What follows belongs to an exercise in optimizing a design on an open flow for small area; a production flow would make more cautious choices.
The RTL was checked by simulation tests, not by an equivalence proof against the original design.
The clock port is modelled as an ideal driver, which makes a skipped or thinned clock tree look cheaper than it is; a real chip needs a root buffer or a tree.
Power figures rest on the tool's default switching activity, not on a simulated workload.

## main
## flash_ctrl
module flash_ctrl
(
    input  logic              i_clk,
    input  logic              i_rst,
    input  logic [1:0]        i_op_type,
    input  logic [ADDR_W-1:0] i_op_addr,
    input  logic [NUM_W-1:0]  i_op_num,
    input  logic              i_op_valid,
    output logic              o_op_ready,
    input  logic [DATA_W-1:0] i_wr_data,
    input  logic              i_wr_sop,
    input  logic              i_wr_eop,
    input  logic              i_wr_valid,
    output logic [DATA_W-1:0] o_rd_data,
    output logic              o_rd_sop,
    output logic              o_rd_eop,
    output logic              o_rd_valid,
    output logic [OP_W-1:0]   o_spi_op_data,
    output logic [1:0]        o_spi_op_type,
    output logic [LEN_W-1:0]  o_spi_op_len,
    output logic [LEN_W-1:0]  o_spi_clk_len,
    output logic              o_spi_op_valid,
    input  logic              i_spi_op_ready,
    output logic [DATA_W-1:0] o_spi_write_data,
    input  logic              i_spi_write_req,
    input  logic [DATA_W-1:0] i_spi_read_data,
    input  logic              i_spi_read_valid
);
Size: roughly 2400 cells after synthesis, about 150 I/O pins.
==> flow/config.mk <==
export PLATFORM = sky130hd
export DESIGN_NAME = flash_ctrl
export DESIGN_NICKNAME = flash_ctrl
export VERILOG_FILES = /design/flow/design.v
export SDC_FILE = /design/flow/constraint.sdc
export NUM_CORES = 4
export LEC_CHECK = 0
export CAP_MARGIN = 0
export CORE_MARGIN = 2
export CORE_UTILIZATION = 70
export CTS_BUF_LIST = sky130_fd_sc_hd__clkbuf_16
export CTS_CLUSTER_DIAMETER = 85
export CTS_CLUSTER_SIZE = 36
export SLEW_MARGIN = 0
==> flow/constraint.sdc <==
create_clock -name core_clock -period 10.0 [get_ports {i_clk}]
set_input_delay 2.0000 -clock core_clock [delete_from_list [all_inputs] [get_ports {i_clk}]]
set_output_delay 2.0000 -clock core_clock [all_outputs]
set_load 0.01 [all_outputs]
standard.sh (not shown) runs the stock make flow with config.mk's settings and CLKGATE_MAP_FILE= SYNTH_SCRIPT=/design/flow/synth_recipe.tcl, a recipe that flattens the netlist after the stock synthesis.
==> flow/flow/run.sh <==
#!/bin/bash
# Standard layout with three changes to what the flow inserts (the design and constraints are
# untouched): port buffers use the smallest buffer; clock tree synthesis clusters up to 36
# flip-flops per leaf buffer and adds no dummy loads; and after clock tree synthesis the last
# two levels of the clock tree become inverters (flow/swap_clk.tcl), so each flip-flop still
# sees the clock through an even number of inversions. If that step finds anything it does
# not expect, the standard clock tree is kept.
set -e
export BUFFER_PORTS_ARGS="-buffer_cell sky130_fd_sc_hd__buf_1"
export CTS_ARGS="-sink_clustering_enable -repair_clock_nets -sink_clustering_size 36 -sink_clustering_max_diameter 85 -buf_list sky130_fd_sc_hd__clkbuf_16 -dont_use_dummy_load"
bash standard.sh cts > standard_cts.log 2>&1
RES=$PWD/orfs/results/sky130hd/flash_ctrl/base
if SWAP_IN=$RES/4_cts.odb SWAP_OUT=$RES/4_cts_swapped.odb \
   SWAP_LEAF_CELL=sky130_fd_sc_hd__inv_12 SWAP_UP_CELL=sky130_fd_sc_hd__inv_16 \
   SWAP_BIG_CELL=sky130_fd_sc_hd__inv_16 SWAP_TARGET_NS=0.116 SWAP_LIMIT_NS=0.124 \
   SWAP_LIB=$FLOW_HOME/platforms/sky130hd/lib/sky130_fd_sc_hd__tt_025C_1v80.lib \
   SWAP_SDC=$RES/4_cts.sdc PLATFORM_DIR=$FLOW_HOME/platforms/sky130hd \
   openroad -no_init -exit flow/swap_clk.tcl > swap_clk.log 2>&1; then
  mv $RES/4_cts_swapped.odb $RES/4_cts.odb
fi
bash standard.sh > standard.log 2>&1
==> flow/flow/swap_clk.tcl <==
# Turn the last two levels of the clock tree into inverters: each leaf clock buffer becomes an
# inverter of the leaf size and each buffer driving the leaves an inverter of the upper size,
# so every flip-flop still sees the clock through an even number of inversions. Cells keep
# their place; the tree's shape and the registers are untouched.
set odb_in  $::env(SWAP_IN)
set odb_out $::env(SWAP_OUT)
set leaf_cell $::env(SWAP_LEAF_CELL)
set up_cell   $::env(SWAP_UP_CELL)
read_db $odb_in
set db [ord::get_db]
set block [ord::get_db_block]
set m_leaf [$db findMaster $leaf_cell]
set m_up   [$db findMaster $up_cell]
# the leaves are looked up again by name after swapping


proc out_iterm {inst} {
  foreach it [$inst getITerms] {
    if {[$it isOutputSignal]} { return $it }
  }
  return ""
}
proc in_iterm {inst} {
  foreach it [$inst getITerms] {
    if {[$it isInputSignal]} { return $it }
  }
  return ""
}
proc is_clkbuf {inst} {
  return [string match "sky130_fd_sc_hd__clkbuf_*" [[$inst getMaster] getName]]
}

# walk the clock tree from the clock port
set clk_net [$block findNet i_clk]
array set depth {}
set flop_depths {}
set frontier [list [list $clk_net 0]]
set bufs_by_depth [dict create]
set n_flops 0
while {[llength $frontier] > 0} {
  set next {}
  foreach item $frontier {
    lassign $item net d
    foreach it [$net getITerms] {
      if {![$it isInputSignal]} continue
      set inst [$it getInst]
      if {[is_clkbuf $inst]} {
        set o [out_iterm $inst]
        dict lappend bufs_by_depth [expr {$d + 1}] $inst
        lappend next [list [$o getNet] [expr {$d + 1}]]
      } elseif {[[$it getMTerm] getName] eq "CLK"} {
        lappend flop_depths $d
        incr n_flops
      } else {
        puts "SWAP abort: clock reaches [$inst getName]/[[$it getMTerm] getName]"
        exit 1
      }
    }
  }
  set frontier $next
}
set depths [lsort -unique $flop_depths]
puts "SWAP flops $n_flops at buffer depths $depths"
if {[llength $depths] != 1 || [lindex $depths 0] < 2} {
  puts "SWAP abort: flops not all at one depth"
  exit 1
}
set D [lindex $depths 0]
set leaves [dict get $bufs_by_depth $D]
set ups    [dict get $bufs_by_depth [expr {$D - 1}]]
# every buffer at depth D must drive only flops, every one at D-1 only leaves
foreach inst $leaves {
  foreach it [[[out_iterm $inst] getNet] getITerms] {
    if {[$it isInputSignal] && [[$it getMTerm] getName] ne "CLK"} { puts "SWAP abort: leaf drives non-flop"; exit 1 }
  }
}
foreach inst $ups {
  foreach it [[[out_iterm $inst] getNet] getITerms] {
    if {[$it isInputSignal] && [lsearch -exact $leaves [$it getInst]] < 0} { puts "SWAP abort: upper buffer drives non-leaf"; exit 1 }
  }
}

proc swap {block inst master} {
  set name [$inst getName]
  set in_net  [[in_iterm $inst] getNet]
  set out_net [[out_iterm $inst] getNet]
  set loc [$inst getLocation]
  set orient [$inst getOrient]
  odb::dbInst_destroy $inst
  set new [odb::dbInst_create $block $master $name]
  $new setOrient $orient
  $new setLocation [lindex $loc 0] [lindex $loc 1]
  $new setPlacementStatus PLACED
  [$new findITerm A] connect $in_net
  [$new findITerm Y] connect $out_net
}
set leaf_names {}
foreach inst $leaves { lappend leaf_names [$inst getName]; swap $block $inst $m_leaf }
foreach inst $ups    { swap $block $inst $m_up }
global_connect
puts "SWAP swapped [llength $leaves] leaves to $leaf_cell and [llength $ups] upper buffers to $up_cell"

# upsize the leaves whose flip-flops see too slow a clock edge
read_liberty $::env(SWAP_LIB)
read_sdc $::env(SWAP_SDC)
source $::env(PLATFORM_DIR)/setRC.tcl
set_propagated_clock [all_clocks]
set big_cell $::env(SWAP_BIG_CELL)
set target $::env(SWAP_TARGET_NS)
proc worst_sink_slew {name} {
  set w 0
  foreach p [get_pins -of_objects [get_nets -of_objects [get_pins $name/Y]] -filter "direction==input"] {
    set s [get_property $p slew_max]
    if {$s > $w} { set w $s }
  }
  return $w
}
estimate_parasitics -placement
set n_up 0
foreach name $leaf_names {
  if {[worst_sink_slew $name] > $target} {
    replace_cell [get_cells $name] $big_cell
    incr n_up
  }
}
puts "SWAP upsized $n_up leaves to $big_cell"
detailed_placement
check_placement
estimate_parasitics -placement
set m 0
foreach pin [all_registers -clock_pins -edge_triggered] { set s [get_property $pin slew_max]; if {$s > $m} {set m $s} }
puts "SWAP worst clock pin slew after swap $m"
if {$m > $::env(SWAP_LIMIT_NS)} {
  puts "SWAP abort: clock pin slew $m over limit"
  exit 1
}
write_db $odb_out
Per the final summary, main finished and its layout is clean on timing, DRC and antenna.
Input-level comparison between the feature branch and main:
Settings: CAP_MARGIN changed from 0 to 20; SLEW_MARGIN changed from 0 to 20.
--- a/flow/flow/run.sh
+++ b/flow/flow/run.sh
@@ -13,5 +13,5 @@
 if SWAP_IN=$RES/4_cts.odb SWAP_OUT=$RES/4_cts_swapped.odb \
    SWAP_LEAF_CELL=sky130_fd_sc_hd__inv_12 SWAP_UP_CELL=sky130_fd_sc_hd__inv_16 \
-   SWAP_BIG_CELL=sky130_fd_sc_hd__inv_16 SWAP_TARGET_NS=0.116 SWAP_LIMIT_NS=0.124 \
+   SWAP_BIG_CELL=sky130_fd_sc_hd__inv_16 SWAP_TARGET_NS=0.112 SWAP_LIMIT_NS=0.124 \
    SWAP_LIB=$FLOW_HOME/platforms/sky130hd/lib/sky130_fd_sc_hd__tt_025C_1v80.lib \
    SWAP_SDC=$RES/4_cts.sdc PLATFORM_DIR=$FLOW_HOME/platforms/sky130hd \
| number of standard cells in the final layout excluding fillers | the feature branch vs main | ≈ equal |
Data required time at the worst endpoint across the feature branch and main: no real change.
Diff main -> the feature branch: area enclosed by the die boundary now sits at about the same level; non-clock buffer count went up; sequential fraction of design power held; wire length has remained practically unchanged.
Share of total power in the clock network of main is on par with the feature branch.
Status: power parity (the feature branch, main)
In the tables for the feature branch and main, final hold slack reads higher with the feature branch.
Relative to main, the feature branch improves worst setup slack.
In every run of this note, the design's own scripts or RTL, not TritonCTS, make the clock network.

port drivers added, routing unchanged:
No port has a modelled driver above. Below, the same layouts with a new extraction and two added sets of constraints.
Step 1 assumes that a clkbuf_16 drives the clock port and a buf_2 every other input.
Step 2 moves the port delays by t, midway between the first and last clock arrival at a register: inputs arrive t later, outputs are due t later. That takes back most of the time a late clock gives input paths.
a / b / c = no drivers / after step 1 / after step 2; a / b = the first two.
run | shift t [ns] | setup WS [ns] | worst slew at a driven data input, ns
main | 0.761 | 4.693 / 4.620 / 5.058 | 0.06
the feature branch | 0.764 | 4.712 / 4.640 / 5.027 | 0.06
After both steps every run listed still meets setup and hold.
